This is an optimization exercise on Yosys and OpenROAD, whose aim is a short achievable clock period and few clock cycles, not a production implementation.
Only simulation tests tie the RTL to the original design; equivalence was not proved.
In every run shown here, the design's own scripts or RTL, not TritonCTS, make the clock network.
The clock input has no modelled driver; a real chip could not lean on it and would need a root buffer or a full tree.
Power and IR drop assume default switching activity.

==> flow/design.v <==
package rrts_pkg;
    localparam int CMD_W  = 3;
    localparam int TASK_W = 4;
    localparam int BOX_W  = 2;
    localparam int MSG_W  = 16;
    localparam int CFG_W  = 5;
    localparam int D_TASKS      = 16;
    localparam int D_MAILBOXES  = 4;
    localparam int D_FIFO_DEPTH = 8;
    localparam int D_MSG_WIDTH  = 16;
    localparam logic [CMD_W-1:0] CMD_START  = 3'd0;
    localparam logic [CMD_W-1:0] CMD_TICK   = 3'd1;
    localparam logic [CMD_W-1:0] CMD_FAULT  = 3'd2;
    localparam logic [CMD_W-1:0] CMD_EXIT   = 3'd3;
    localparam logic [CMD_W-1:0] CMD_SLEEP  = 3'd4;
    localparam logic [CMD_W-1:0] CMD_WAKEUP = 3'd5;
    localparam logic [CMD_W-1:0] CMD_SEND   = 3'd6;
    localparam logic [CMD_W-1:0] CMD_RECV   = 3'd7;
    localparam logic [1:0] ST_NONE   = 2'd0;
    localparam logic [1:0] ST_ACTIVE = 2'd1;
    localparam logic [1:0] ST_SLEEP  = 2'd2;
    localparam logic [1:0] ST_EXITED = 2'd3;
    typedef struct packed {
        logic [TASK_W-1:0] next_task;
        logic              all_idle;
        logic              ret_valid;
        logic [MSG_W-1:0]  ret_message;
        logic              wake_valid;
        logic [TASK_W-1:0] wake_task;
        logic [MSG_W-1:0]  wake_message;
        logic              dropped;
        logic              recv_refused;
    } t_res;
endpackage
module rrts_ram #(
    parameter int W     = 16,
    parameter int DEPTH = 32
) (
    input  logic                                    i_clk,
    input  logic                                    i_we,
    input  logic [((DEPTH > 1) ? $clog2(DEPTH) : 1)-1:0] i_waddr,
    input  logic [W-1:0]                            i_wdata,
    input  logic                                    i_re,
    input  logic [((DEPTH > 1) ? $clog2(DEPTH) : 1)-1:0] i_raddr,
    output logic [W-1:0]                            o_rdata
);
    logic [W-1:0] r_mem [DEPTH];
    logic [W-1:0] r_rdata;
    always_ff @(posedge i_clk) begin
        if (i_we) begin
            r_mem[i_waddr] <= i_wdata;
        end
        if (i_re) begin
            r_rdata <= r_mem[i_raddr];
        end
    end
    assign o_rdata = r_rdata;
endmodule
module rrts_wrap_add #(
    parameter int W = 8
) (
    input  logic [W-1:0] i_a,
    input  logic [W-1:0] i_b,
    input  logic [W-1:0] i_lim,
    output logic [W-1:0] o_sum,
    output logic         o_ge,
    output logic [W-1:0] o_wrap
);
    logic [W-1:0] sum;
    assign sum    = i_a + i_b;
    assign o_sum  = sum;
    assign o_ge   = (sum >= i_lim);
    assign o_wrap = o_ge ? (sum - i_lim) : sum;
endmodule
module round_robin_task_scheduler #(
    parameter int TASKS      = rrts_pkg::D_TASKS,
    parameter int MAILBOXES  = rrts_pkg::D_MAILBOXES,
    parameter int FIFO_DEPTH = rrts_pkg::D_FIFO_DEPTH,
    parameter int MSG_WIDTH  = rrts_pkg::D_MSG_WIDTH
) (
    input  logic                        i_clk,
    input  logic                        i_rst_n,
    input  logic                        i_cfg_we,
    input  logic [rrts_pkg::CFG_W-1:0]  i_cfg_data,
    input  logic                        i_cmd_valid,
    output logic                        o_cmd_ready,
    input  logic [rrts_pkg::CMD_W-1:0]  i_cmd_cmd,
    input  logic [rrts_pkg::TASK_W-1:0] i_cmd_target_task,
    input  logic [rrts_pkg::BOX_W-1:0]  i_cmd_box,
    input  logic [rrts_pkg::MSG_W-1:0]  i_cmd_message,
    output logic                        o_res_valid,
    input  logic                        i_res_ready,
    output logic [rrts_pkg::TASK_W-1:0] o_res_next_task,
    output logic                        o_res_all_idle,
    output logic                        o_res_ret_valid,
    output logic [rrts_pkg::MSG_W-1:0]  o_res_ret_message,
    output logic                        o_res_wake_valid,
    output logic [rrts_pkg::TASK_W-1:0] o_res_wake_task,
    output logic [rrts_pkg::MSG_W-1:0]  o_res_wake_message,
    output logic                        o_res_dropped,
    output logic                        o_res_recv_refused
);
    localparam int NT = 16;
    localparam int NB = 4;
    localparam int FD = 8;
    localparam int MW = 16;
    localparam int RES_W = 2 * rrts_pkg::TASK_W + 2 * rrts_pkg::MSG_W + 5;
    logic r_rst_n;
    always_ff @(posedge i_clk) begin
        r_rst_n <= i_rst_n;
    end
    logic [4:0]    r_cfg;
    logic [NT-1:0] r_nmask;
    logic [NT-1:0] nmask_d;
    always_ff @(posedge i_clk) begin
        if (!i_rst_n) begin
            r_cfg <= 5'd1;
        end else if (i_cfg_we) begin
            r_cfg <= i_cfg_data;
        end
        r_nmask <= nmask_d;
    end
    always_comb begin
        for (int i = 0; i < NT; i++) begin
            nmask_d[i] = (r_cfg == 5'd0) ? (i == 0) : (5'(i) < r_cfg);
        end
    end
    logic          r_ready;
    logic          accept;
    logic          c_v, c_start, c_fse, c_wakeup;
    logic [NB-1:0] c_send, c_recv;
    logic [NT-1:0] c_tgt;
    logic [MW-1:0] c_msg;
    assign accept = i_cmd_valid && (r_inflight != 3'd5);
    always_ff @(posedge i_clk) begin
        c_v      <= i_rst_n && accept;
        c_start  <= i_rst_n && accept && (i_cmd_cmd == rrts_pkg::CMD_START);
        c_fse    <= i_rst_n && accept && ((i_cmd_cmd == rrts_pkg::CMD_FAULT) ||
                                          (i_cmd_cmd == rrts_pkg::CMD_EXIT) ||
                                          (i_cmd_cmd == rrts_pkg::CMD_SLEEP));
        c_wakeup <= i_rst_n && accept && (i_cmd_cmd == rrts_pkg::CMD_WAKEUP);
        for (int b = 0; b < NB; b++) begin
            c_send[b] <= i_rst_n && accept && (i_cmd_cmd == rrts_pkg::CMD_SEND) &&
                         (i_cmd_box == 2'(b));
            c_recv[b] <= i_rst_n && accept && (i_cmd_cmd == rrts_pkg::CMD_RECV) &&
                         (i_cmd_box == 2'(b));
        end
        for (int i = 0; i < NT; i++) c_tgt[i] <= (i_cmd_target_task == 4'(i));
        c_msg <= i_cmd_message;
    end
    logic [FD-1:0] r_occ [NB];        
    logic [MW-1:0] r_ent [NB][FD];    
    logic [NB-1:0] r_wv;              
    logic [NT-1:0] r_wt  [NB];        
    logic [NT-1:0] r_cur;             
    logic [NB-1:0] m_wake, m_drop, m_push, m_ref, m_park, m_pop;
    logic [NT-1:0] m_wt, m_set;
    logic [MW-1:0] m_head;
    logic          e_v, e_start, e_clr, e_force;
    logic [NT-1:0] e_set;
    logic [NB-1:0] e_park;
    logic          e_retv, e_wakev, e_drop, e_ref;
    logic [MW-1:0] e_retm, e_wakem;
    always_comb begin
        m_wt   = '0;
        m_head = '0;
        for (int b = 0; b < NB; b++) begin
            m_wake[b] = c_send[b] && r_wv[b];
            m_drop[b] = c_send[b] && !r_wv[b] && r_occ[b][FD-1];
            m_push[b] = c_send[b] && !r_wv[b] && !r_occ[b][FD-1];
            m_ref[b]  = c_recv[b] && r_wv[b];
            m_park[b] = c_recv[b] && !r_wv[b] && !r_occ[b][0];
            m_pop[b]  = c_recv[b] && !r_wv[b] && r_occ[b][0];
            if (m_wake[b]) m_wt = m_wt | (e_park[b] ? r_cur : r_wt[b]);
            if (m_pop[b])  m_head = m_head | r_ent[b][0];
        end
        m_set = (c_wakeup ? c_tgt : '0) | m_wt;
    end
    always_ff @(posedge i_clk) begin
        if (!r_rst_n) begin
            r_wv <= '0;
            for (int b = 0; b < NB; b++) r_occ[b] <= '0;
        end else begin
            for (int b = 0; b < NB; b++) begin
                if (m_wake[b]) r_wv[b] <= 1'b0;
                if (m_park[b]) r_wv[b] <= 1'b1;
                if (m_push[b]) r_occ[b] <= {r_occ[b][FD-2:0], 1'b1};
                if (m_pop[b])  r_occ[b] <= {1'b0, r_occ[b][FD-1:1]};
            end
        end
        for (int b = 0; b < NB; b++) begin
            for (int j = 0; j < FD; j++) begin
                if (m_pop[b]) begin
                    if (j < FD - 1) r_ent[b][j] <= r_ent[b][j+1];
                end else if (m_push[b] && !r_occ[b][j] &&
                             ((j == 0) || r_occ[b][(j == 0) ? 0 : j-1])) begin
                    r_ent[b][j] <= c_msg;
                end
            end
        end
        e_v     <= c_v;
        e_start <= c_start;
        e_force <= c_start || !i_rst_n;
        e_clr   <= c_fse || (m_park != '0);
        e_set   <= m_set;
        e_park  <= m_park;
        e_retv  <= (m_pop != '0);
        e_retm  <= m_head;
        e_wakev <= (m_wake != '0);
        e_wakem <= (m_wake != '0) ? c_msg : '0;
        e_drop  <= (m_drop != '0);
        e_ref   <= (m_ref != '0);
    end
    logic [NT-1:0] r_ap, r_apm;       
    logic [NT-1:0] r_gt;              
    logic [NT-1:0] r_lt;              
    logic [NT-1:0] nact, nap, hi, lo, phi, plo;
    logic          any_hi, any_lo, cur_live;
    logic [NT-1:0] cur_hi, cur_lo;
    always_comb begin
        if (e_start) begin
            nact = r_ap | r_nmask;
        end else begin
            nact = r_ap & ~(r_cur & {NT{e_clr}});
        end
        nap  = nact | m_set;
        hi   = r_apm & r_gt;
        lo   = r_apm & r_lt;
        phi[0] = hi[0];
        plo[0] = lo[0];
        for (int i = 1; i < NT; i++) begin
            phi[i] = phi[i-1] | hi[i];
            plo[i] = plo[i-1] | lo[i];
        end
        any_hi = phi[NT-1];
        any_lo = plo[NT-1];
        cur_hi = hi & ~{phi[NT-2:0], 1'b0};
        cur_lo = lo & ~{plo[NT-2:0], 1'b0};
        cur_live = ((r_apm & r_cur) != '0) && !e_clr;
    end
    logic          r_rv;
    logic          r_idle, r_retv, r_wakev, r_drop, r_ref;
    logic [MW-1:0] r_retm, r_wakem;
    logic [NT-1:0] r_waket;
    always_ff @(posedge i_clk) begin
        if (!r_rst_n) begin
            r_ap  <= '0;
            r_apm <= '0;
            r_rv  <= 1'b0;
        end else begin
            r_ap  <= nap;
            r_apm <= nap & nmask_d;
            r_rv  <= e_v;
        end
        if (e_force) begin
            r_cur <= 16'd1;
            r_gt  <= ~16'd1;
            r_lt  <= '0;
        end else if (e_v) begin
            if (any_hi) begin
                r_cur <= cur_hi;
                r_gt  <= {phi[NT-2:0], 1'b0};
                r_lt  <= ~phi;
            end else if (any_lo) begin
                r_cur <= cur_lo;
                r_gt  <= {plo[NT-2:0], 1'b0};
                r_lt  <= ~plo;
            end
        end
        for (int b = 0; b < NB; b++) begin
            if (e_park[b]) r_wt[b] <= r_cur;
        end
        r_idle  <= !e_start && !any_hi && !any_lo && !cur_live;
        r_retv  <= e_retv;
        r_retm  <= e_retm;
        r_wakev <= e_wakev;
        r_waket <= e_wakev ? e_set : '0;
        r_wakem <= e_wakem;
        r_drop  <= e_drop;
        r_ref   <= e_ref;
    end
    rrts_pkg::t_res w_res;
    logic [3:0]     cur_bin, wake_bin;
    always_comb begin
        cur_bin  = '0;
        wake_bin = '0;
        for (int i = 0; i < NT; i++) begin
            if (r_cur[i])   cur_bin  = cur_bin  | 4'(i);
            if (r_waket[i]) wake_bin = wake_bin | 4'(i);
        end
        w_res              = '0;
        w_res.next_task    = cur_bin;
        w_res.all_idle     = r_idle;
        w_res.ret_valid    = r_retv;
        w_res.ret_message  = r_retm;
        w_res.wake_valid   = r_wakev;
        w_res.wake_task    = wake_bin;
        w_res.wake_message = r_wakem;
        w_res.dropped      = r_drop;
        w_res.recv_refused = r_ref;
    end
    localparam int QD = 5;
    logic [RES_W-1:0] r_q [QD];
    logic [QD-1:0]    r_qwr, r_qrd;   
    logic [QD-1:0]    r_qv;           
    rrts_pkg::t_res   r_head;
    logic [2:0]       r_inflight;     
    logic [2:0]       r_qc;           
    logic             r_ovalid;       
    logic [2:0]       qc_keep, qc_next;
    logic             take;
    logic [RES_W-1:0] q_first, q_second, h_keep, h_next;
    logic [QD-1:0]    qv_keep, qv_next;
    logic [2:0]       if_0, if_a, if_t, if_at;
    logic             rdy_0, rdy_a, rdy_t, rdy_at;
    assign take = i_res_ready && r_qv[0];
    always_comb begin
        q_first  = '0;
        q_second = '0;
        for (int j = 0; j < QD; j++) begin
            if (r_qrd[j]) q_first  = q_first  | r_q[j];
            if (r_qrd[j]) q_second = q_second | r_q[(j + 1) % QD];
        end
        h_keep = r_qv[0] ? q_first : w_res;
        h_next = r_qv[1] ? q_second : w_res;
        for (int j = 0; j < QD; j++) begin
            qv_keep[j] = r_qv[j] || (r_rv && ((j == 0) || r_qv[(j == 0) ? 0 : j-1]));
            if (j < QD - 1) begin
                qv_next[j] = r_qv[(j < QD - 1) ? j+1 : j] || (r_rv && r_qv[j]);
            end else begin
                qv_next[j] = r_rv && r_qv[j];
            end
        end
        qc_keep = r_qc + 3'(r_rv);
        qc_next = r_qc + 3'(r_rv) - 3'd1;
        if_0   = r_inflight;
        if_a   = r_inflight + 3'd1;
        if_t   = r_inflight - 3'd1;
        if_at  = r_inflight;
        rdy_0  = (if_0  < 3'd5);
        rdy_a  = (if_a  < 3'd5);
        rdy_t  = (if_t  < 3'd5);
        rdy_at = (if_at < 3'd5);
    end
    always_ff @(posedge i_clk) begin
        for (int j = 0; j < QD; j++) begin
            if (r_rv && r_qwr[j]) r_q[j] <= w_res;
        end
        r_head <= i_res_ready ? h_next : h_keep;
        if (!r_rst_n) begin
            r_qwr <= 5'd1;
            r_qrd <= 5'd1;
            r_qv  <= '0;
            r_qc     <= '0;
            r_ovalid <= 1'b0;
        end else begin
            r_qc     <= take ? qc_next : qc_keep;
            r_ovalid <= take ? (qc_next != 3'd0) : (qc_keep != 3'd0);
            if (r_rv) r_qwr <= {r_qwr[QD-2:0], r_qwr[QD-1]};
            if (take) r_qrd <= {r_qrd[QD-2:0], r_qrd[QD-1]};
            r_qv <= take ? qv_next : qv_keep;
        end
        if (!i_rst_n) begin
            r_inflight <= '0;
            r_ready    <= 1'b1;
        end else begin
            case ({accept, take})
                2'b00: begin r_inflight <= if_0;  r_ready <= rdy_0;  end
                2'b10: begin r_inflight <= if_a;  r_ready <= rdy_a;  end
                2'b01: begin r_inflight <= if_t;  r_ready <= rdy_t;  end
                default: begin r_inflight <= if_at; r_ready <= rdy_at; end
            endcase
        end
    end
    assign o_cmd_ready = r_ready;
    assign o_res_valid        = r_ovalid;
    assign o_res_next_task    = r_head.next_task;
    assign o_res_all_idle     = r_head.all_idle;
    assign o_res_ret_valid    = r_head.ret_valid;
    assign o_res_ret_message  = r_head.ret_message;
    assign o_res_wake_valid   = r_head.wake_valid;
    assign o_res_wake_task    = r_head.wake_task;
    assign o_res_wake_message = r_head.wake_message;
    assign o_res_dropped      = r_head.dropped;
    assign o_res_recv_refused = r_head.recv_refused;
endmodule
==> flow/flow/run.sh <==
#!/bin/bash
set -euo pipefail
MARGIN=6
sed -E "s/SETUP_SLACK_MARGIN=[0-9.]+/SETUP_SLACK_MARGIN=${MARGIN}/" standard.sh > standard_tight.sh
grep -q "SETUP_SLACK_MARGIN=${MARGIN}" standard_tight.sh
export PRE_CTS_TCL="$PWD/flow/cts_hook.tcl"
bash standard_tight.sh > standard_tight.log 2>&1
==> flow/flow/cts_hook.tcl <==
# PRE_CTS hook: build a two-level clock tree (root buffers fed by the clock
# port, leaf buffers at register clusters) in place of ORFS's CTS, then let
# cts.tcl go on with its placement legalization and timing repair
source [file join [file dirname [info script]] mytree.tcl]
set clk_bterm [[ord::get_db_block] findBTerm i_clk]
set n_sinks [llength [[$clk_bterm getNet] getITerms]]
set n_leaf [expr {max(4, int(ceil($n_sinks / 20.7)))}]
mytree_build i_clk $n_leaf 4 sky130_fd_sc_hd__buf_12 sky130_fd_sc_hd__buf_16
set_propagated_clock [all_clocks]
rename clock_tree_synthesis orfs_clock_tree_synthesis
proc clock_tree_synthesis {args} {
  puts "clock_tree_synthesis skipped: the tree was built by cts_hook.tcl"
}
==> flow/flow/mytree.tcl <==
# two-level clock tree: NROOT root buffers fed by the clock port, each driving
# the leaf buffers of its part of the die; each leaf buffer drives a cluster of
# registers found by k-means on their placed locations
proc mytree_build {clk_port nleaf nroot leafcell rootcell} {
  set db [ord::get_db]
  set block [ord::get_db_block]
  set bterm [$block findBTerm $clk_port]
  set clknet [$bterm getNet]
  set sinks {}
  foreach it [$clknet getITerms] {
    set inst [$it getInst]
    set bb [$inst getBBox]
    lappend sinks [list $it [expr {([$bb xMin] + [$bb xMax]) / 2.0}] [expr {([$bb yMin] + [$bb yMax]) / 2.0}]]
  }
  set n [llength $sinks]
  # k-means, seeded along a sort by x then y
  set sorted [lsort -real -index 1 $sinks]
  set cx {}; set cy {}
  for {set k 0} {$k < $nleaf} {incr k} {
    set s [lindex $sorted [expr {int(($k + 0.5) * $n / $nleaf)}]]
    lappend cx [lindex $s 1]; lappend cy [lindex $s 2]
  }
  set cap [expr {int(ceil(1.15 * $n / $nleaf))}]
  for {set iter 0} {$iter < 25} {incr iter} {
    # balanced assignment: sinks in order of their best distance, each to the
    # nearest centre with room
    set cand {}
    set si 0
    foreach s $sinks {
      set x [lindex $s 1]; set y [lindex $s 2]
      set ds {}
      for {set k 0} {$k < $nleaf} {incr k} {
        lappend ds [list $k [expr {abs($x - [lindex $cx $k]) + abs($y - [lindex $cy $k])}]]
      }
      set ds [lsort -real -index 1 $ds]
      lappend cand [list $si [lindex $ds 0 1] $ds]
      incr si
    }
    set cand [lsort -real -index 1 $cand]
    set cnt [lrepeat $nleaf 0]
    set assign [lrepeat $n 0]
    foreach c $cand {
      foreach d [lindex $c 2] {
        set k [lindex $d 0]
        if {[lindex $cnt $k] < $cap} {
          lset cnt $k [expr {[lindex $cnt $k] + 1}]
          lset assign [lindex $c 0] $k
          break
        }
      }
    }
    set sx [lrepeat $nleaf 0.0]; set sy [lrepeat $nleaf 0.0]
    set si 0
    foreach s $sinks {
      set k [lindex $assign $si]
      lset sx $k [expr {[lindex $sx $k] + [lindex $s 1]}]
      lset sy $k [expr {[lindex $sy $k] + [lindex $s 2]}]
      incr si
    }
    for {set k 0} {$k < $nleaf} {incr k} {
      if {[lindex $cnt $k] > 0} {
        lset cx $k [expr {[lindex $sx $k] / [lindex $cnt $k]}]
        lset cy $k [expr {[lindex $sy $k] / [lindex $cnt $k]}]
      }
    }
  }
  set leafm [$db findMaster $leafcell]
  set rootm [$db findMaster $rootcell]
  # roots: split leaves by angle around the leaf centroid into nroot groups
  set mx 0.0; set my 0.0
  for {set k 0} {$k < $nleaf} {incr k} { set mx [expr {$mx + [lindex $cx $k]}]; set my [expr {$my + [lindex $cy $k]}] }
  set mx [expr {$mx / $nleaf}]; set my [expr {$my / $nleaf}]
  set angs {}
  for {set k 0} {$k < $nleaf} {incr k} {
    lappend angs [list $k [expr {atan2([lindex $cy $k] - $my, [lindex $cx $k] - $mx)}]]
  }
  set angs [lsort -real -index 1 $angs]
  set rootnets {}
  for {set r 0} {$r < $nroot} {incr r} {
    set rinst [odb::dbInst_create $block $rootm "clkroot_$r"]
    set rnet [odb::dbNet_create $block "clknet_root_$r"]
    $rnet setSigType CLOCK
    [$rinst findITerm A] connect $clknet
    [$rinst findITerm X] connect $rnet
    lappend rootnets [list $rinst $rnet]
  }
  set leafnets {}
  set gx [lrepeat $nroot 0.0]; set gy [lrepeat $nroot 0.0]; set gn [lrepeat $nroot 0]
  for {set i 0} {$i < $nleaf} {incr i} {
    set k [lindex $angs $i 0]
    set r [expr {$i * $nroot / $nleaf}]
    set linst [odb::dbInst_create $block $leafm "clkleaf_$k"]
    set lnet [odb::dbNet_create $block "clknet_leaf_$k"]
    $lnet setSigType CLOCK
    [$linst findITerm A] connect [lindex $rootnets $r 1]
    [$linst findITerm X] connect $lnet
    $linst setLocation [expr {int([lindex $cx $k])}] [expr {int([lindex $cy $k])}]
    $linst setPlacementStatus PLACED
    lappend leafnets $lnet
    lset gx $r [expr {[lindex $gx $r] + [lindex $cx $k]}]
    lset gy $r [expr {[lindex $gy $r] + [lindex $cy $k]}]
    lset gn $r [expr {[lindex $gn $r] + 1}]
    set leafidx($k) $lnet
  }
  for {set r 0} {$r < $nroot} {incr r} {
    set rinst [lindex $rootnets $r 0]
    $rinst setLocation [expr {int([lindex $gx $r] / [lindex $gn $r])}] [expr {int([lindex $gy $r] / [lindex $gn $r])}]
    $rinst setPlacementStatus PLACED
  }
  set si 0
  foreach s $sinks {
    set it [lindex $s 0]
    $it disconnect
    $it connect $leafidx([lindex $assign $si])
    incr si
  }
  puts "mytree: $n sinks, $nleaf leaves (max [tcl::mathfunc::max {*}$cnt] sinks each), $nroot roots"
}
==> flow/standard.sh <==
#!/bin/bash
# synth_recipe.tcl (not shown) runs the flow's synth.tcl, then flattens the netlist and writes it again
# the make line also repeats each setting of config.mk as NAME=value (left out here)
make -C /OpenROAD-flow-scripts/flow DESIGN_CONFIG=/design/flow/config.mk WORK_HOME=/design/flow/orfs CLKGATE_MAP_FILE= SYNTH_SCRIPT=/design/flow/synth_recipe.tcl "${@:-finish}"
==> flow/config.mk <==
export PLATFORM = sky130hd
export DESIGN_NAME = round_robin_task_scheduler
export DESIGN_NICKNAME = round_robin_task_scheduler
export VERILOG_FILES = /design/flow/design.v
export SDC_FILE = /design/flow/constraint.sdc
export NUM_CORES = 4
export LEC_CHECK = 0
export ABC_CLOCK_PERIOD_IN_PS = 2000
export CAP_MARGIN = 20
export CORE_MARGIN = 2
export CORE_UTILIZATION = 40
export SETUP_SLACK_MARGIN = 5
export SLEW_MARGIN = 20
==> flow/constraint.sdc <==
create_clock -name core_clock -period 8.0 [get_ports {i_clk}]
set_input_delay 1.6000 -clock core_clock [delete_from_list [all_inputs] [get_ports {i_clk}]]
set_output_delay 1.6000 -clock core_clock [all_outputs]
set_load 0.01 [all_outputs]
==> summary.md, run 1 <==
| Metric | Value |
|---|---|
| Status | `timing/DRC/antenna clean` |
| Syn Nets | `3391` |
| Initial DRC count | `3047` |
| Most Crowded Layer GR | `met2` |
| Crit path max-delay cell type | `dfxtp_4` |
| Initial Util | `40.15%` |
| Synth top area share | `50.01%` |
| Placer Congestion | `0.8361` |
| Die Wd | `336.6 um` |
| Max Freq | `0.3952 GHz` |
| Fin Hold WS | `0.3261 ns` |
| Top cells by area, synth | `edfxtp_1, dfxtp_1, a21o_1` |
| Multi-input gate area | `14040 sq um` |
| Vias in the first global route | `26390` |
| Final setup fails | `0` |
| Commonest cells post-synth | `edfxtp_1, a21o_1, dfxtp_1` |
| Seq cells post-synth | `1161` |
| Reg2reg start | `r_apm[0]` |
| Post-synthesis compound-gate area fraction | `17.13%` |
| Area grow syn2layout | `16.30%` |
| Final nets | `3467` |
| Core area | `110200 sq um` |
| Tightest Pin Transition | `1.007 ns` |
| Min Clock Period, post-route | `2.530 ns` |
| Top-count cell post-synth | `edfxtp_1` |
| Critical path class | `reg -> out` |
| GR met1 Demand/Resource | `27.74%` |
| Leak | `0.01931 uW` |
| Reg area | `30760 sq um` |
| Grt total ovfl | `0` |
| Worst stage delay on the critical path | `0.38 ns` |
| Worst reg2reg setup slack | `5.90 ns` |
| Met2 GRT Util | `30.89%` |
| Share of layout cells above drive strength 1 | `20.73%` |
| Cells after DPL | `4659` |
| HP Class | `reg -> reg` |
| Period utilization | `31.63%` |
| Final WL | `113700 um` |
| Pre-antenna DRT Iters | `8` |
| Post-synth EDFFs | `737` |
| Post-route antenna net violation count | `0` |
| WHS Path Cells | `0` |
| Ports | `82` |
| CP Capture Type | `primary output` |
| Initial antenna violation count | `7` |
| YS warnings | `5` |
| Syn Inst Count | `3346` |
| Critical Path AT | `0.93 ns` |
| Die area | `113300 sq um` |
| Avg WL per Cell | `23.14 um` |
| DRC Markers | `0` |
| Clock Skews | `0.03886 ns` |
| Crit path depth | `1` |
| Worst reg2reg path depth | `8` |
| Post-Syn Area | `44250 sq um` |
| Via-per-instance ratio | `5.676` |
| Synth Area in XOR/XNOR | `0.1187%` |
| CTS Hold Buffers Added | `0` |
| Count of input and output buffers | `81` |
| Sequential fraction of the synthesis area | `69.19%` |
| Final Hold Vio Count | `0` |
| Most used DFF post-synth | `edfxtp_1` |
| Netlist cell types | `69` |
| Max VDD drop | `0.2253 mV` |
| Clk latency of the worst-skew pair | `0.44 ns` |
| Max-cap violations | `0` |
| Avg Inst Size Synth | `13.23 sq um` |
| Min-Delay Startpoint | `e_wakem[7]` |
| Adder-cell area share of the yosys netlist | `0.2827%` |
| Crit path cell chain | `buf_6` |
| Final Max Slew Viols | `0` |
| Tot GR Track Use | `19.23%` |
| Slew margin rel. | `32.75%` |
| Crit path max fanout | `1` |
| RSZ-0062 raised after global routing | `true` |
| Power Density | `192.8 nW/um^2` |
| Vias | `27890` |
| Fillers | `9781` |
| Chip Height | `336.6 um` |
| CP Buf/Inv Count | `1` |
| Hold endpoint | `r_wakem[7]` |
| Critical path startpoint category | `register` |
| Crit path max-delay family | `flip-flops` |
| Setup TNS | `0 ns` |
| Routing usage on met3 | `2.398%` |
| Row count | `122` |
| Largest net degree at the start of global routing | `94` |
| Post-synthesis mux area share | `2.533%` |
| First-pass GRT wire length | `167900 um` |
| DP Wirelength | `62370 um` |
| Asr flop ratio synth | `0%` |
| CP required | `6.40 ns` |
| Post-synthesis simple-gate area fraction | `7.950%` |
| Largest family of logic cells by synthesized area | `compound AO/OA/AOI/OAI gates` |
| Area leader, netlist | `edfxtp_1` |
| Finished Layout Cells | `4913` |
| Worst r2r dst | `r_cur[5]` |
| Clock-pin slew on the worst setup and hold paths | `0.10 ns` |
state kept, by name (all words and copies together), names as in the netlist, 32 cells and up:
name    cells
r_ent     512
r_head     45
r_occ      32
r_wt       64
r_q       225
cells in the final DEF (no fill, tap or decap), types with 16 or more instances in the layout:
cell type        synthesis  layout
o21a_1                  18      18
mux2_2                  64      54
o22ai_2                  0      22
o21ai_1                  0      16
nor4_1                  26      22
a221oi_2                 0      41
nor3_1                  29      26
edfxtp_1               737     737
dfxtp_1                424     356
a31oi_1                 47      44
nand2_1                190     180
nor2_1                 164     160
inv_1                   31      27
mux2i_1                 40      40
dfxtp_4                  0      24
buf_4                    3     102
o21ai_4                  0      16
buf_6                    0      84
o22ai_1                 46      20
nand3_1                 89      45
a22oi_1                121     113
dfxtp_2                  0      44
clkdlybuf4s50_1          0      21
nand3_2                  1      35
a21oi_1                 51      49
a222oi_1                70      70
and2_1                 124     110
o21ai_0                 64      23
o211ai_1                18      18
a21o_1                 455     455
buf_16                   0      21
a211oi_1                21      20
nand2b_1                28      23
buf_12                   0      88
area by class of cell:
class,instances,area share (%)
repair buffers,291,6.617
well taps,1488,3.617
multi-input cells,1874,27.28
diodes,5,0.02431
inverters,33,0.2625
plain buffers,61,2.431
flip-flops and latches,1161,59.77
per-layer routing:
metal  routed length, um  up-vias
met5                  14        -
met4                3150        2
met3                7589      173
met2               52140      932
met1               50800    14000
li1                    -    12780
report_power, final:
part / internal (uW) / switching (uW) / total, uW
registers: 6390 / 78.4 / 6470
logic: 221 / 221 / 442
clock network: 1210 / 1800 / 3010
metrics by stage:
stage | setup WS (ns) | power, uW | cell area, sq um | util, %
global route | 5.442 | 10250 | 51460 | 46.69
floorplan | 5.270 | 6823 | 45000 | -
CTS | 5.452 | 9992 | 50400 | 45.73
detailed placement | 4.207 | 6966 | 46740 | 42.41
global placement | 4.264 | 6961 | 46730 | 42.40
finish | 5.470 | 9925 | 51470 | 46.70
worst max-delay path by stage:
stage	startpoint	endpoint	slack [ns]
finish	r_head[29]	o_res_ret_message[6]	5.47
global route	r_head[29]	o_res_ret_message[6]	5.44
CTS	r_head[30]	o_res_ret_message[7]	5.45
detailed placement	i_res_ready	r_head[26]	4.21
global placement	i_res_ready	r_head[34]	4.26
floorplan	i_res_ready	r_inflight[2]	5.27
kinds of logic (layout without fill, tap and decap cells):
| logic type | count (synthesis) | count (layout) |
|---|---|---|
| compound gates | 1021 | 1021 |
| fa+ha+maj | 10 | 10 |
| flops | 1161 | 1161 |
| buf+inv | 323 | 385 |
| simple gates | 720 | 732 |
| xor+xnor | 6 | 6 |
| mux | 104 | 104 |
| other cells | 1 | 6 |
repair_timing:
item / CTS / global route
setup endpoints to repair: 997 / 523
pin swaps: 62 / 93
resized for setup: 500 / 153
buffers inserted: 113 / 45
gates cloned: 25 / 5
Testbench counts, summed over its fixed seeds: cycles 9,707.
==> inputs of run 2 (changes only) <==
--- a/flow/flow/cts_hook.tcl
+++ b/flow/flow/cts_hook.tcl
@@ -4,8 +4,8 @@
 source [file join [file dirname [info script]] mytree.tcl]
 set clk_bterm [[ord::get_db_block] findBTerm i_clk]
 set n_sinks [llength [[$clk_bterm getNet] getITerms]]
-set n_leaf [expr {max(4, int(ceil($n_sinks / 20.7)))}]
-mytree_build i_clk $n_leaf 4 sky130_fd_sc_hd__buf_12 sky130_fd_sc_hd__buf_16
+set n_leaf [expr {max(4, int(ceil($n_sinks / 18.0)))}]
+mytree_build i_clk $n_leaf 4 sky130_fd_sc_hd__buf_8 sky130_fd_sc_hd__buf_16
 set_propagated_clock [all_clocks]
 rename clock_tree_synthesis orfs_clock_tree_synthesis
 proc clock_tree_synthesis {args} {
==> run 2 against run 1 <==
Against the previous run: still clean on timing, DRC and antenna; clock power shrank 8.6%; wire length up 0.44%; clock skew grew 0.022 ns; synthesized cell count unchanged; critical path type unchanged; largest cell class unchanged.
==> summary.md, run 2 <==
| Metric | Value |
|---|---|
| YS warnings | `5 (unchanged)` |
| Critical path startpoint category | `register` |
| Psw | `2070 uW (-1.5%)` |
| Most used DFF post-synth | `edfxtp_1` |
| First-pass GRT wire length | `168100 um (about the same)` |
| Leak | `0.01915 uW (-0.78%)` |
| Netlist cell types | `69 (unchanged)` |
| RSZ-0062 raised after global routing | `true` |
| Die Wd | `336.6 um (unchanged)` |
| Reg area | `30760 sq um (about the same)` |
| Syn Nets | `3391 (unchanged)` |
| Clock-pin slew on the worst setup and hold paths | `0.11 ns (about the same)` |
| Seq cells post-synth | `1161 (unchanged)` |
| Die area | `113300 sq um (unchanged)` |
| Syn Inst Count | `3346 (unchanged)` |
| Share of layout cells above drive strength 1 | `20.26% (-0.47 points)` |
| Final nets | `3457 (-0.29%)` |
| Vias | `28020 (+0.46%)` |
| Avg WL per Cell | `23.28 um (+0.60%)` |
| Top flop regs | `r_ent (512), r_q (225), r_wt (64)` |
| Final WL | `114200 um (+0.44%)` |
| Crit path max-delay family | `flip-flops` |
| Avg Inst Size Synth | `13.23 sq um (unchanged)` |
| Top-count cell post-synth | `edfxtp_1` |
| Asr flop ratio synth | `0% (unchanged)` |
| Clk latency of the worst-skew pair | `0.44 ns (about the same)` |
| Chip Height | `336.6 um (unchanged)` |
| CP Capture Type | `primary output` |
| Most flop-heavy register | `r_ent` |
| Worst reg2reg path depth | `10 (+2)` |
| Status | `timing/DRC/antenna clean` |
| Fillers | `9844 (+0.64%)` |
| Row count | `122 (unchanged)` |
| Ports | `82 (unchanged)` |
| Min Clock Period, post-route | `2.522 ns (-0.008630 ns)` |
| Min-Delay Startpoint | `e_wakem[15]` |
| CP required | `6.40 ns (about the same)` |
| Reg2reg start | `r_apm[4]` |
| Via-per-instance ratio | `5.712 (+0.63%)` |
| Initial DRC count | `2953 (-3.1%)` |
| Slew margin rel. | `31.87% (-0.88 points)` |
| Initial antenna violation count | `8 (+1)` |
| Seq pwr share | `66.9% (+1.7 points)` |
| DP Wirelength | `62370 um (unchanged)` |
| Crit path max fanout | `1 (unchanged)` |
| Top cells by area, synth | `edfxtp_1, dfxtp_1, a21o_1` |
| Post-route antenna net violation count | `0 (unchanged)` |
| DRC Markers | `0 (unchanged)` |
| Sequential fraction of the synthesis area | `69.19% (unchanged)` |
| Pre-antenna DRT Iters | `8 (unchanged)` |
| Placer Congestion | `0.8361 (unchanged)` |
| Most frequent cells in the layout | `edfxtp_1, a21o_1, dfxtp_1, nand2_1, nor2_1` |
| Final worst slack | `5.478 ns (+0.008630 ns)` |
| Place WS | `4.207 ns (unchanged)` |
| Post-synth EDFFs | `737 (unchanged)` |
| Period utilization | `31.52% (-0.11 points)` |
| Commonest non-fill, non-tap cell in the layout | `edfxtp_1` |
| WHS Path Cells | `0 (unchanged)` |
| CTS Hold Buffers Added | `0 (unchanged)` |
| Post-Syn Area | `44250 sq um (unchanged)` |
| Max VDD drop | `0.2097 mV (-6.9%)` |
| Number of flip-flops under the largest register name | `512 (unchanged)` |
| Crit path cell chain | `buf_6` |
| Final setup fails | `0 (unchanged)` |
| Power Density | `189.0 nW/um^2 (-2.0%)` |
| CP Buf/Inv Count | `1 (unchanged)` |
| Final Hold Vio Count | `0 (unchanged)` |
| Worst stage delay on the critical path | `0.38 ns (about the same)` |
| Hold endpoint | `r_wakem[15]` |
| Critical path class | `reg -> out` |
| Grt total ovfl | `0 (unchanged)` |
| Setup TNS | `0 ns (unchanged)` |
| Count of input and output buffers | `81 (unchanged)` |
| Crit path max-delay cell type | `dfxtp_4` |
| Max-cap violations | `0 (unchanged)` |
| Vias in the first global route | `26370 (-0.095%)` |
| Core area | `110200 sq um (unchanged)` |
| Worst reg2reg setup slack | `5.83 ns (-0.07 ns)` |
| Max Freq | `0.3965 GHz (+0.34%)` |
| Worst r2r dst | `r_cur[13]` |
| Clock Skews | `0.06098 ns (+0.02212 ns)` |
| Area leader, netlist | `edfxtp_1` |
| HP Class | `reg -> reg` |
| Final Max Slew Viols | `0 (unchanged)` |
| Tightest Pin Transition | `1.021 ns (+0.01323 ns)` |
| Commonest cells post-synth | `edfxtp_1, a21o_1, dfxtp_1` |
| Switch share | `21.41% (+0.23 points)` |
| Part of the power in the clock network | `28.5% (-1.8 points)` |
| Internal power | `7598 uW (-2.9%)` |
| Largest net degree at the start of global routing | `94 (unchanged)` |
| Power share of the combinational group | `4.6% (about the same)` |
| Multi-input gate area | `14030 sq um (about the same)` |
| Tot GR Track Use | `19.27% (+0.037 points)` |
| Initial Util | `40.15% (unchanged)` |
| Critical Path AT | `0.92 ns (about the same)` |
| Area grow syn2layout | `15.59%` |
| Synth top area share | `50.01% (unchanged)` |
[run 2: cell counts after synthesis]
Identical to the previous run, type by type.
[run 2: layer usage]
metal  track usage (%)  up-vias  wire (um)
li1                  -    12770          -
met1             27.75    14150      50800
met2             30.81      922      52640
met3             2.335      177       7350
met4             5.167        0       3401
met5                 0        -          0
[run 2: worst max path at each step]
stage / startpoint / end / slack, ns / depth (start not counted)
2_1_floorplan: i_res_ready / r_inflight[2] / 5.27 / 8
3_3_place_gp: i_res_ready / r_head[34] / 4.26 / 6
3_5_place_dp: i_res_ready / r_head[26] / 4.21 / 6
4_1_cts: r_ready / o_cmd_ready / 5.44 / 1
5_1_grt: r_head[29] / o_res_ret_message[6] / 5.44 / 1
6_report: r_head[29] / o_res_ret_message[6] / 5.48 / 1
[run 2: power by group through the flow]
| stage | sequential [uW] | combinational, uW | clock (uW) |
|---|---|---|---|
| after floorplan | 6560 | 265 | 0 |
| after global placement | 6600 | 360 | 0 |
| after detailed placement | 6600 | 366 | 0 |
| after CTS | 6470 | 419 | 2850 |
| after global routing | 6470 | 490 | 3040 |
| final | 6470 | 446 | 2750 |
[run 2: timing repair]
action / 4_1_cts / 5_1_grt
resized for setup: 488 / 141
setup endpoints to repair: 1002 / 452
setup buffers: 95 / 42
pin swaps: 46 / 67
cloned: 24 / 8
[run 2: cell families after synthesis]
family	count (synthesis)	share of synthesized area, %
other	1	0.008474
XOR/XNOR	6	0.1187
AND/OR/NAND/NOR	720	7.950
adder cells (fa/ha/maj)	10	0.2827
buffers and inverters	323	2.788
AO/OA/AOI/OAI	1021	17.13
multiplexers	104	2.533
flip-flops	1161	69.19
[run 2: stage by stage]
| stage | cell area, sq um | hold WS (ns) | std cells | utilization, % | total power (uW) |
|---|---|---|---|---|---|
| 2_1_floorplan | 45000 | 0.3096 | 3346 | - | 6823 |
| 3_3_place_gp | 46730 | 0.3107 | 4659 | 42.40 | 6961 |
| 3_5_place_dp | 46740 | 0.3121 | 4659 | 42.41 | 6966 |
| 4_1_cts | 50120 | 0.3361 | 4847 | 45.47 | 9739 |
| 5_1_grt | 51140 | 0.3432 | 4898 | 46.40 | 10000 |
| 6_report | 51150 | 0.3283 | 4905 | 46.41 | 9669 |
[run 2: area by class of cell]
type	instances	share of cell area (%)
antenna	7	0.03424
inverter	33	0.2691
tap	1488	3.640
buffer	69	2.123
multi-input combinational	1876	27.44
sequential	1161	60.13
timing repair buffer	271	6.372
==> inputs of run 3 (changes only) <==
==> flow/flow/cts_hook.tcl (replaced) <==
# PRE_CTS hook: move each output port's register next to its output buffer,
# build a two-level clock tree (root buffers fed by the clock port, leaf
# buffers at register clusters) in place of ORFS's CTS, then let cts.tcl go on
# with its placement legalization and timing repair
source [file join [file dirname [info script]] mytree.tcl]
source [file join [file dirname [info script]] moveff.tcl]
move_out_flops
set clk_bterm [[ord::get_db_block] findBTerm i_clk]
set n_sinks [llength [[$clk_bterm getNet] getITerms]]
set n_leaf [expr {max(4, int(ceil($n_sinks / 18.0)))}]
mytree_build i_clk $n_leaf 4 sky130_fd_sc_hd__buf_8 sky130_fd_sc_hd__buf_16
set_propagated_clock [all_clocks]
rename clock_tree_synthesis orfs_clock_tree_synthesis
proc clock_tree_synthesis {args} {
  puts "clock_tree_synthesis skipped: the tree was built by cts_hook.tcl"
}
==> flow/flow/moveff.tcl (new file) <==
# move the register that drives each output port's buffer next to that buffer
proc move_out_flops {} {
  set block [ord::get_db_block]
  set die [$block getDieArea]
  set cx [expr {([$die xMin] + [$die xMax]) / 2}]
  set cy [expr {([$die yMin] + [$die yMax]) / 2}]
  set moved 0
  foreach bt [$block getBTerms] {
    if {[$bt getIoType] != "OUTPUT"} continue
    set net [$bt getNet]
    set buf ""
    foreach it [$net getITerms] { if {[$it isOutputSignal]} { set buf [$it getInst] } }
    if {$buf == ""} continue
    set in [lindex [lsearch -all -inline -not [lmap it [$buf getITerms] {expr {[$it isInputSignal] ? $it : ""}}] ""] 0]
    if {$in == ""} continue
    set n2 [$in getNet]
    if {[llength [$n2 getITerms]] != 2} continue
    set ff ""
    foreach it [$n2 getITerms] { if {[$it isOutputSignal]} { set ff [$it getInst] } }
    if {$ff == "" || ![[$ff getMaster] isSequential]} continue
    set b [$buf getBBox]
    set bx [$b xMin]; set by [$b yMin]
    # one cell width towards the die centre
    set dx [expr {$cx > $bx ? 3000 : -3000}]
    set dy [expr {$cy > $by ? 2720 : -2720}]
    if {abs($cx - $bx) > abs($cy - $by)} { set dy 0 } else { set dx 0 }
    $ff setLocation [expr {$bx + $dx}] [expr {$by + $dy}]
    incr moved
  }
  puts "move_out_flops: moved $moved registers next to their output buffers"
}
==> run 3 against run 2 <==
Against the previous run: still clean on timing, DRC and antenna; cell count about the same; sequential power about the same; sequential cell count unchanged; total power about the same; synthesized area unchanged; sequential share of layout area down 0.22 points; worst hold slack worse by 0.0098 ns; critical path depth unchanged; first-iteration DRC count down 4.2%; worst setup slack better by 0.035 ns; die area unchanged; largest power group unchanged; highest routed layer is now met5.
==> summary.md, run 3 <==
| Metric | Value |
|---|---|
| Leak | `0.01908 uW (-0.40%)` |
| Top-count cell post-synth | `edfxtp_1` |
| Period utilization | `31.09% (-0.44 points)` |
| Max VDD drop | `0.1909 mV (-9.0%)` |
| Syn Inst Count | `3346 (unchanged)` |
| First-pass GRT wire length | `167100 um (-0.62%)` |
| Critical path class | `reg -> out` |
| Final WL | `113500 um (-0.57%)` |
| Via-per-instance ratio | `5.688 (-0.43%)` |
| Worst r2r dst | `r_cur[5]` |
| RSZ-0062 raised after global routing | `true` |
| Min Clock Period, post-route | `2.487 ns (-0.03483 ns)` |
| Pre-antenna DRT Iters | `10 (+2)` |
| Core area | `110200 sq um (unchanged)` |
| CTS Hold Buffers Added | `0 (unchanged)` |
| Vias in the first global route | `26340 (-0.13%)` |
| Crit path max-delay cell type | `dfxtp_1` |
| Final Hold Vio Count | `0 (unchanged)` |
| Share of layout cells above drive strength 1 | `20.86% (+0.60 points)` |
| Largest net degree at the start of global routing | `94 (unchanged)` |
| Sequential fraction of the synthesis area | `69.19% (unchanged)` |
| Commonest non-fill, non-tap cell in the layout | `edfxtp_1` |
| Crit path cell chain | `buf_2` |
| Grt total ovfl | `0 (unchanged)` |
| YS warnings | `5 (unchanged)` |
| Setup TNS | `0 ns (unchanged)` |
| Clock Skews | `0.04499 ns (-0.01599 ns)` |
| Ports | `82 (unchanged)` |
| Area leader, netlist | `edfxtp_1` |
| Critical Path AT | `0.89 ns (-0.03 ns)` |
| Reg2reg start | `r_gt[4]` |
| Worst reg2reg path depth | `6 (-4)` |
| Synth top area share | `50.01% (unchanged)` |
| Final nets | `3460 (+0.087%)` |
| Fillers | `9854 (+0.10%)` |
| Min-Delay Startpoint | `e_wakem[15]` |
| Most used DFF post-synth | `edfxtp_1` |
| Tot GR Track Use | `19.08% (-0.19 points)` |
| Avg WL per Cell | `23.14 um (-0.61%)` |
| CP required | `6.40 ns (about the same)` |
| Syn Nets | `3391 (unchanged)` |
| Post-Syn Area | `44250 sq um (unchanged)` |
| Crit path max-delay family | `flip-flops` |
| Netlist cell types | `69 (unchanged)` |
| Clk latency of the worst-skew pair | `0.44 ns (about the same)` |
| Crit path max fanout | `1 (unchanged)` |
| Chip Height | `336.6 um (unchanged)` |
| Vias | `27910 (-0.39%)` |
| Final setup fails | `0 (unchanged)` |
| Commonest cells post-synth | `edfxtp_1, a21o_1, dfxtp_1` |
| Initial antenna violation count | `9 (+1)` |
| Max-cap violations | `0 (unchanged)` |
| Critical path startpoint category | `register` |
| Placer Congestion | `0.8361 (unchanged)` |
| Die Wd | `336.6 um (unchanged)` |
| Area grow syn2layout | `15.89%` |
| Die area | `113300 sq um (unchanged)` |
| HP Class | `reg -> reg` |
| Post-synth EDFFs | `737 (unchanged)` |
| Initial DRC count | `2829 (-4.2%)` |
| Most flop-heavy register | `r_ent` |
| Max Freq | `0.4021 GHz (+1.4%)` |
| Slew margin rel. | `30.53% (-1.3 points)` |
| Row count | `122 (unchanged)` |
| Count of input and output buffers | `81 (unchanged)` |
| Final Max Slew Viols | `0 (unchanged)` |
| CP Buf/Inv Count | `1 (unchanged)` |
| Asr flop ratio synth | `0% (unchanged)` |
| Initial Util | `40.15% (unchanged)` |
| Top flop regs | `r_ent (512), r_q (225), r_wt (64)` |
| Seq cells post-synth | `1161 (unchanged)` |
| Clock-pin slew on the worst setup and hold paths | `0.11 ns (about the same)` |
| Worst stage delay on the critical path | `0.33 ns (-0.05 ns)` |
| Avg Inst Size Synth | `13.23 sq um (unchanged)` |
| Tightest Pin Transition | `1.041 ns (+0.02017 ns)` |
| Worst reg2reg setup slack | `5.79 ns (-0.04 ns)` |
| CP Capture Type | `primary output` |
| Total power | `9665 uW (about the same)` |
| Most frequent cells in the layout | `edfxtp_1, a21o_1, dfxtp_1, nand2_1, nor2_1` |
| Post-route antenna net violation count | `0 (unchanged)` |
| DP Wirelength | `62370 um (unchanged)` |
| Number of flip-flops under the largest register name | `512 (unchanged)` |
| DRC Markers | `0 (unchanged)` |
| WHS Path Cells | `0 (unchanged)` |
| Hold endpoint | `r_wakem[15]` |
| Top cells by area, synth | `edfxtp_1, dfxtp_1, a21o_1` |
| Status | `timing/DRC/antenna clean` |
| Power Density | `188.4 nW/um^2 (-0.30%)` |
run 3: cell counts after synthesis:
No cell type changed its count.
run 3: cells by family after synthesis:
logic type	count (synthesis)	share of synthesized area, %
flops	1161	69.19
compound gates	1021	17.13
simple gates	720	7.950
buf+inv	323	2.788
mux	104	2.533
fa+ha+maj	10	0.2827
xor+xnor	6	0.1187
other cells	1	0.008474
run 3: stage by stage:
| stage | util, % | setup WS, ns | instance area, sq um | instances | hold slack [ns] |
|---|---|---|---|---|---|
| 2_1_floorplan | - | 5.270 | 45000 | 3346 | 0.3096 |
| 3_3_place_gp | 42.40 | 4.264 | 46730 | 4659 | 0.3107 |
| 3_5_place_dp | 42.41 | 4.207 | 46740 | 4659 | 0.3121 |
| 4_1_cts | 45.20 | 5.487 | 49810 | 4845 | 0.3252 |
| 5_1_grt | 46.53 | 5.484 | 51280 | 4902 | 0.3376 |
| 6_report | 46.54 | 5.513 | 51290 | 4907 | 0.3185 |
run 3: per-layer routing:
metal / global-route usage [%] / up-vias / wire, um
li1: - / 12770 / -
met1: 27.56 / 14080 / 51070
met2: 30.52 / 880 / 52410
met3: 2.255 / 180 / 6788
met4: 4.949 / 2 / 3260
met5: 0 / - / 13
run 3: timing repair:
item,in CTS,in global routing
gates resized for setup,452,222
cloned,20,8
endpoints found under the setup margin,1004,414
setup buffers,97,48
pin swaps,56,113
run 3: layout make-up:
| class | count | area (sq um) | area share (%) |
|---|---|---|---|
| Multi-Input combinational cell | 1876 | 14410 | 28.10 |
| Inverter | 33 | 142.6 | 0.2781 |
| Sequential cell | 1161 | 30720 | 59.90 |
| Tap cell | 1488 | 1862 | 3.630 |
| Antenna cell | 6 | 15.01 | 0.02927 |
| Timing Repair Buffer | 274 | 3049 | 5.945 |
| Buffer | 69 | 1086 | 2.117 |
run 3: where the power goes:
| group | leakage, uW | internal [uW] | switching (uW) |
|---|---|---|---|
| registers | 0.0101 | 6390 | 71.8 |
| logic | 0.00848 | 212 | 232 |
| clock network | 0.000533 | 987 | 1770 |
| total | 0.0191 | 7590 | 2080 |
run 3: worst max path at each step:
stage                            endpoint  slack [ns]  depth (start not counted)   startpoint
floorplan                   r_inflight[2]        5.27                          8  i_res_ready
global placement               r_head[34]        4.26                          6  i_res_ready
detailed placement             r_head[26]        4.21                          6  i_res_ready
CTS                    o_res_next_task[3]        5.49                          1   r_head[44]
global route        o_res_ret_message[13]        5.48                          1   r_head[36]
finish               o_res_ret_message[7]        5.51                          1   r_head[30]
==> inputs of run 4 (changes only) <==
==> flow/flow/run.sh (replaced) <==
#!/bin/bash
set -euo pipefail
MARGIN=5.6
sed -E "s/SETUP_SLACK_MARGIN=[0-9.]+/SETUP_SLACK_MARGIN=${MARGIN}/" standard.sh > standard_tight.sh
grep -q "SETUP_SLACK_MARGIN=${MARGIN}" standard_tight.sh
export PRE_CTS_TCL="$PWD/flow/cts_hook.tcl"
bash standard_tight.sh > standard_tight.log 2>&1
==> run 4 against run 3 <==
Against the previous run: combinational power down 11%; synthesized area unchanged; wire length down 6.5%; fmax up 0.55%; via count down 4.3%; critical path depth unchanged; register-to-register slack worse by 0.17 ns; sequential cell count unchanged; final area down 5.5%.
==> summary.md, run 4 <==
| Metric | Value |
|---|---|
| Most frequent cells in the layout | `edfxtp_1, a21o_1, dfxtp_1, nand2_1, nor2_1` |
| Via-per-instance ratio | `5.598 (-1.6%)` |
| Final setup fails | `0 (unchanged)` |
| Post-synth EDFFs | `737 (unchanged)` |
| Row count | `122 (unchanged)` |
| Initial DRC count | `2879 (+1.8%)` |
| Max VDD drop | `0.1979 mV (+3.7%)` |
| Pre-antenna DRT Iters | `9 (-1)` |
| Final WL | `106100 um (-6.5%)` |
| Syn Nets | `3391 (unchanged)` |
| Area grow syn2layout | `9.468%` |
| Slew margin rel. | `27.79% (-2.7 points)` |
| Max Freq | `0.4043 GHz (+0.55%)` |
| Initial antenna violation count | `12 (+3)` |
| Setup TNS | `0 ns (unchanged)` |
| CP Capture Type | `primary output` |
| Fin Hold WS | `0.3246 ns (+0.006063 ns)` |
| Crit path max-delay family | `flip-flops` |
| Synth top area share | `50.01% (unchanged)` |
| Die Wd | `336.6 um (unchanged)` |
| Chip Height | `336.6 um (unchanged)` |
| Share of layout cells above drive strength 1 | `13.38% (-7.5 points)` |
| Tot GR Track Use | `18.20% (-0.88 points)` |
| CP Buf/Inv Count | `1 (unchanged)` |
| Power Density | `198.5 nW/um^2 (+5.3%)` |
| Worst stage delay on the critical path | `0.34 ns (about the same)` |
| Asr flop ratio synth | `0% (unchanged)` |
| Placer Congestion | `0.8371 (+0.12%)` |
| Post-route antenna net violation count | `0 (unchanged)` |
| Top flop regs | `r_ent (512), r_q (225), r_wt (64)` |
| Final nets | `3327 (-3.8%)` |
| WHS Path Cells | `0 (unchanged)` |
| Crit path max fanout | `1 (unchanged)` |
| Clk latency of the worst-skew pair | `0.45 ns (about the same)` |
| Syn Inst Count | `3346 (unchanged)` |
| Max-cap violations | `0 (unchanged)` |
| Final worst slack | `5.527 ns (+0.01365 ns)` |
| Most flop-heavy register | `r_ent` |
| Initial Util | `40.15% (unchanged)` |
| Status | `timing/DRC/antenna clean` |
| Sequential fraction of the synthesis area | `69.19% (unchanged)` |
| Min Clock Period, post-route | `2.473 ns (-0.01365 ns)` |
| Core area | `110200 sq um (unchanged)` |
| DRC Markers | `0 (unchanged)` |
| Avg Inst Size Synth | `13.23 sq um (unchanged)` |
| Largest net degree at the start of global routing | `99 (+5.3%)` |
| Worst reg2reg path depth | `4 (-2)` |
| Most used DFF post-synth | `edfxtp_1` |
| Final Hold Vio Count | `0 (unchanged)` |
| CTS Hold Buffers Added | `0 (unchanged)` |
| Commonest non-fill, non-tap cell in the layout | `edfxtp_1` |
| Clock Skews | `0.06267 ns (+0.01767 ns)` |
| Hold endpoint | `r_retm[0]` |
| Worst r2r dst | `e_retm[10]` |
| Critical path startpoint category | `register` |
| Seq cells post-synth | `1161 (unchanged)` |
| DP Wirelength | `62130 um (-0.40%)` |
| First-pass GRT wire length | `160700 um (-3.8%)` |
| Clock-pin slew on the worst setup and hold paths | `0.11 ns (about the same)` |
| Ports | `82 (unchanged)` |
| Post-Syn Area | `44250 sq um (unchanged)` |
| RSZ-0062 raised after global routing | `true` |
| Reg2reg start | `r_occ[1][0]` |
| Avg WL per Cell | `22.24 um (-3.9%)` |
| Crit path cell chain | `buf_6` |
| Tightest Pin Transition | `1.083 ns (+0.04251 ns)` |
| Worst reg2reg setup slack | `5.62 ns (-0.17 ns)` |
| Area leader, netlist | `edfxtp_1` |
| Crit path max-delay cell type | `dfxtp_2` |
| Count of input and output buffers | `81 (unchanged)` |
| Place WS | `4.292 ns (+0.08405 ns)` |
| Die area | `113300 sq um (unchanged)` |
| Period utilization | `30.92% (-0.17 points)` |
| Number of flip-flops under the largest register name | `512 (unchanged)` |
| Commonest cells post-synth | `edfxtp_1, a21o_1, dfxtp_1` |
| Vias | `26710 (-4.3%)` |
| Leak | `0.01795 uW (-5.9%)` |
| CP required | `6.40 ns (about the same)` |
| Grt total ovfl | `0 (unchanged)` |
| Min-Delay Startpoint | `e_retm[0]` |
| YS warnings | `5 (unchanged)` |
| Top cells by area, synth | `edfxtp_1, dfxtp_1, a21o_1` |
| Netlist cell types | `69 (unchanged)` |
| Final Max Slew Viols | `0 (unchanged)` |
| Top-count cell post-synth | `edfxtp_1` |
| Vias in the first global route | `25430 (-3.4%)` |
| HP Class | `reg -> reg` |
| Critical Path AT | `0.87 ns (-0.02 ns)` |
| Critical path class | `reg -> out` |
==> run 4: cells by family after synthesis <==
| kind of cell | Yosys count | share of synthesized area [%] |
|---|---|---|
| AOI/OAI and AO/OA | 1021 | 17.13 |
| xor gates and xnor gates | 6 | 0.1187 |
| adders and majority gates | 10 | 0.2827 |
| buffers and inverters | 323 | 2.788 |
| DFF | 1161 | 69.19 |
| muxes | 104 | 2.533 |
| other | 1 | 0.008474 |
| and+or+nand+nor | 720 | 7.950 |
==> run 4: per-layer routing <==
layer	global-route usage (%)	part of all wire, %	up-vias
met3	1.691	5.5	131
li1	-	-	12470
met5	0	0.012	-
met1	26.72	46	13380
met2	29.45	46	735
met4	3.704	2.4	2
==> run 4: final cells by class <==
cell class	count	area, sq um
Tap cell	1488	1862
Buffer	69	1086
Inverter	33	131.4
Sequential cell	1161	30680
Multi-Input combinational cell	1864	13170
Antenna cell	4	10.01
Fill cell	10070	61770
Timing Repair Buffer	153	1508
==> run 4: power breakdown <==
part / internal, uW / switching [uW] / leakage, uW / total [uW]
logic: 183 / 210 / 0.00736 / 393
registers: 6390 / 68.5 / 0.0101 / 6460
clock network: 987 / 1780 / 0.000533 / 2760
total: 7560 / 2050 / 0.0179 / 9620
==> run 4: metrics by stage <==
step                util [%]  power, uW  cell area, sq um  std cells
global placement       42.41       6962             46740       4673
detailed placement     42.41       6967             46740       4673
global route           43.95       9940             48440       4768
floorplan                  -       6820             44820       3346
finish                 43.96       9617             48450       4772
CTS                    43.72       9710             48180       4761
==> run 4: worst max path at each step <==
stage	to	depth (start not counted)	start
after global routing	o_res_ret_message[3]	1	r_head[26]
after floorplan	r_inflight[2]	8	i_res_ready
after detailed placement	r_inflight[2]	8	i_res_ready
after global placement	r_inflight[2]	8	i_res_ready
final	o_res_wake_valid	1	r_head[22]
after CTS	r_ent[2][12]	3	r_wv[0]
==> run 4: repair_timing <==
item,in CTS,in global routing
resized for setup,287,55
buffers inserted,16,5
pin swaps,11,7
gates cloned,3,2
setup endpoints to repair,517,235
==> inputs of run 5 (changes only) <==
==> flow/flow/run.sh (replaced) <==
#!/bin/bash
set -euo pipefail
MARGIN=6
sed -E "s/SETUP_SLACK_MARGIN=[0-9.]+/SETUP_SLACK_MARGIN=${MARGIN}/" standard.sh > standard_tight.sh
grep -q "SETUP_SLACK_MARGIN=${MARGIN}" standard_tight.sh
export PRE_CTS_TCL="$PWD/flow/cts_hook.tcl"
bash standard_tight.sh > standard_tight.log 2>&1
--- a/flow/config.mk
+++ b/flow/config.mk
@@ -8,6 +8,7 @@
 export ABC_CLOCK_PERIOD_IN_PS = 2000
 export CAP_MARGIN = 20
 export CORE_MARGIN = 2
-export CORE_UTILIZATION = 40
+export CORE_UTILIZATION = 60
+export PLACE_DENSITY = 0.72
 export SETUP_SLACK_MARGIN = 5
 export SLEW_MARGIN = 20
==> run 5 against run 4 <==
Against the previous run: still clean; clock skew is 0.026 ns lower; largest cell class unchanged; largest power group unchanged; first-iteration DRC count is 19% higher; die area is 33% lower.
==> summary.md, run 5 <==
| Metric | Value |
|---|---|
| Final worst slack | `5.486 ns (-0.04076 ns)` |
| Fillers | `4991 (-50%)` |
| Sequential fraction of the synthesis area | `69.19% (unchanged)` |
| Row count | `99 (-19%)` |
| Clock-pin slew on the worst setup and hold paths | `0.12 ns (about the same)` |
| Clk latency of the worst-skew pair | `0.43 ns (-0.02 ns)` |
| DRC Markers | `0 (unchanged)` |
| Reg2reg start | `r_apm[1]` |
| Avg WL per Cell | `25.40 um (+14%)` |
| Tot GR Track Use | `27.76% (+9.6 points)` |
| Clock Skews | `0.03702 ns (-0.02565 ns)` |
| Period utilization | `31.43% (+0.51 points)` |
| Slew margin rel. | `34.29% (+6.5 points)` |
| CP Capture Type | `register` |
| Top cells by area, synth | `edfxtp_1, dfxtp_1, a21o_1` |
| RSZ-0062 raised after global routing | `true` |
| Hold endpoint | `r_wakem[1]` |
| Crit path max-delay cell type | `or3_1` |
| Crit path cell chain | `buf_12 -> buf_12 -> nand2_8 -> clkinv_8 -> ha_4 -> mux2i_2 -> or3_1 -> a21boi_1` |
| Tightest Pin Transition | `0.9857 ns (-0.09754 ns)` |
| Worst stage delay on the critical path | `0.37 ns (+0.03 ns)` |
| Commonest non-fill, non-tap cell in the layout | `edfxtp_1` |
| Most frequent cells in the layout | `edfxtp_1, a21o_1, dfxtp_1, nand2_1, nor2_1` |
| Chip Height | `275.6 um (-18%)` |
| Top flop regs | `r_ent (512), r_q (225), r_wt (64)` |
| Critical path startpoint category | `input pin` |
| Vias | `28610 (+7.1%)` |
| Grt total ovfl | `0 (unchanged)` |
| Total power | `9609 uW (about the same)` |
| Area grow syn2layout | `13.60%` |
| Post-synth EDFFs | `737 (unchanged)` |
| Final Hold Vio Count | `0 (unchanged)` |
| Post-route antenna net violation count | `0 (unchanged)` |
| Ports | `82 (unchanged)` |
| Placer Congestion | `0.8677 (+3.7%)` |
| CTS Hold Buffers Added | `0 (unchanged)` |
| Place WS | `3.914 ns (-0.3771 ns)` |
| Pre-antenna DRT Iters | `9 (unchanged)` |
| Asr flop ratio synth | `0% (unchanged)` |
| Initial DRC count | `3430 (+19%)` |
| Largest net degree at the start of global routing | `110 (+11%)` |
| Syn Inst Count | `3346 (unchanged)` |
| Max Freq | `0.3978 GHz (-1.6%)` |
| Avg Inst Size Synth | `13.23 sq um (unchanged)` |
| Vias in the first global route | `27540 (+8.3%)` |
| Worst reg2reg path depth | `10 (+6)` |
| Critical Path AT | `2.85 ns (+1.98 ns)` |
| Worst r2r dst | `r_lt[6]` |
| Initial Util | `60.66% (+21 points)` |
| HP Class | `reg -> reg` |
| Area leader, netlist | `edfxtp_1` |
| DP Wirelength | `62210 um (+0.13%)` |
| Crit path max fanout | `5 (+4)` |
| Final nets | `3451 (+3.7%)` |
| Number of flip-flops under the largest register name | `512 (unchanged)` |
| YS warnings | `5 (unchanged)` |
| Netlist cell types | `69 (unchanged)` |
| CP most frequent cell | `buf_12` |
| Final WL | `110900 um (+4.5%)` |
| Commonest cells post-synth | `edfxtp_1, a21o_1, dfxtp_1` |
| First-pass GRT wire length | `163000 um (+1.5%)` |
| Die area | `75950 sq um (-33%)` |
| Via-per-instance ratio | `6.555 (+17%)` |
| Core area | `72960 sq um (-34%)` |
| CP required | `8.34 ns (+1.94 ns)` |
| Count of input and output buffers | `81 (unchanged)` |
| Most used DFF post-synth | `edfxtp_1` |
| Most flop-heavy register | `r_ent` |
| Final Max Slew Viols | `0 (unchanged)` |
| Leak | `0.01896 uW (+5.6%)` |
| Min Clock Period, post-route | `2.514 ns (+0.04076 ns)` |
| Die Wd | `275.6 um (-18%)` |
| Max VDD drop | `0.2114 mV (+6.8%)` |
| Synth top area share | `50.01% (unchanged)` |
| Max-cap violations | `0 (unchanged)` |
| Final setup fails | `0 (unchanged)` |
| Critical path class | `in -> reg` |
| Setup TNS | `0 ns (unchanged)` |
| Initial antenna violation count | `4 (-8)` |
| Status | `timing/DRC/antenna clean` |
| Worst reg2reg setup slack | `5.74 ns (+0.12 ns)` |
| Power Density | `191.1 nW/um^2 (-3.7%)` |
| WHS Path Cells | `0 (unchanged)` |
| Seq cells post-synth | `1161 (unchanged)` |
| Syn Nets | `3391 (unchanged)` |
| Top-count cell post-synth | `edfxtp_1` |
| Share of layout cells above drive strength 1 | `19.77% (+6.4 points)` |
| Min-Delay Startpoint | `e_wakem[1]` |
| Post-Syn Area | `44250 sq um (unchanged)` |
==> run 5: cell counts after synthesis <==
No cell type changed its count.
==> run 5: worst max-delay path by stage <==
stage,start,endpoint,cells past startpoint
after CTS,r_head[30],o_res_ret_message[7],1
after global placement,i_res_ready,r_head[36],7
after global routing,r_head[21],o_res_wake_task[3],1
after floorplan,i_res_ready,r_inflight[2],8
final,i_res_ready,r_inflight[2],8
after detailed placement,i_res_ready,r_head[13],7
==> run 5: per-stage QoR <==
step	instance area [sq um]	std cells	hold slack, ns	utilization [%]
after floorplan	45000	3346	0.3096	-
after global placement	46010	4126	0.3104	63.06
after detailed placement	46010	4126	0.3121	63.06
after CTS	48910	4296	0.3345	67.03
after global routing	50270	4364	0.3336	68.91
final	50280	4365	0.3377	68.91
==> run 5: cells by family after synthesis <==
logic type               after synthesis  synth area share, %
multiplexers                         104                2.533
flip-flops                          1161                69.19
other                                  1             0.008474
AND/OR/NAND/NOR                      720                7.950
XOR/XNOR                               6               0.1187
buffers and inverters                323                2.788
adder cells (fa/ha/maj)               10               0.2827
AO/OA/AOI/OAI                       1021                17.13
==> run 5: area by class of cell <==
class                           count  area [sq um]  share of cell area [%]
Sequential cell                  1161         30710                   61.08
Buffer                             69          1086                   2.160
Inverter                           33         138.9                  0.2762
Timing Repair Buffer              269          3107                   6.179
Tap cell                          959          1200                   2.387
Antenna cell                        2         5.005                0.009955
Multi-Input combinational cell   1872         14030                   27.91
==> run 5: where the power goes <==
part / internal (uW) / switching [uW] / total, uW
Clock: 986 / 1720 / 2700
Combinational: 213 / 234 / 447
Sequential: 6390 / 68.4 / 6460
==> run 5: critical path, delay by kind of cell <==
kind	cells	cell delay (ns)
compound gates	1	0.15
fa+ha+maj	1	0.17
buf+inv	3	0.30
mux	1	0.16
simple gates	2	0.45
==> run 5: layer usage <==
metal	share of wire (%)	global-route usage (%)	vias up
li1	-	-	12730
met1	42	38.86	14460
met2	48	46.30	1205
met3	6.5	2.758	216
met4	3.2	8.521	4
met5	0.024	0	-
==> run 5: repair_timing <==
action                     in CTS  in global routing
pin swaps                      47                 83
gates cloned                   19                  7
setup buffers                  82                 60
resized for setup             425                189
setup endpoints to repair     958                597

-- separate check: timing with driven ports --
The results above use ideal ports. As a check the final layouts listed here were re-extracted and re-timed, cells and wires unchanged. Step 1: set_driving_cell puts a clkbuf_16 on i_clk and a buf_2 on each other input, an assumption about the parent block. Step 2, shift: input delay + t, output delay - t, t = (earliest + latest rising clock arrival at the registers) / 2. This alone moves slack from input paths to output paths. Three values: ideal, step 1, step 2; two values: the first two.
run	shift t [ns]	setup slack, ns	worst setup path after step 2	worst slew at a driven data input, ns
run 1	0.577	5.470 / 5.313 / 5.062	input to register	0.17
run 2	0.578	5.478 / 5.314 / 5.048	input to register	0.19
run 3	0.579	5.513 / 5.352 / 5.061	input to register	0.17
run 4	0.578	5.527 / 5.368 / 5.150	input to register	0.13
run 5	0.566	5.486 / 5.334 / 5.029	input to register	0.14
After both steps setup and hold are still met in every run listed. The setup slack of run 5, which loses most, moves by -0.152 ns with the drivers and by -0.457 ns with both steps.
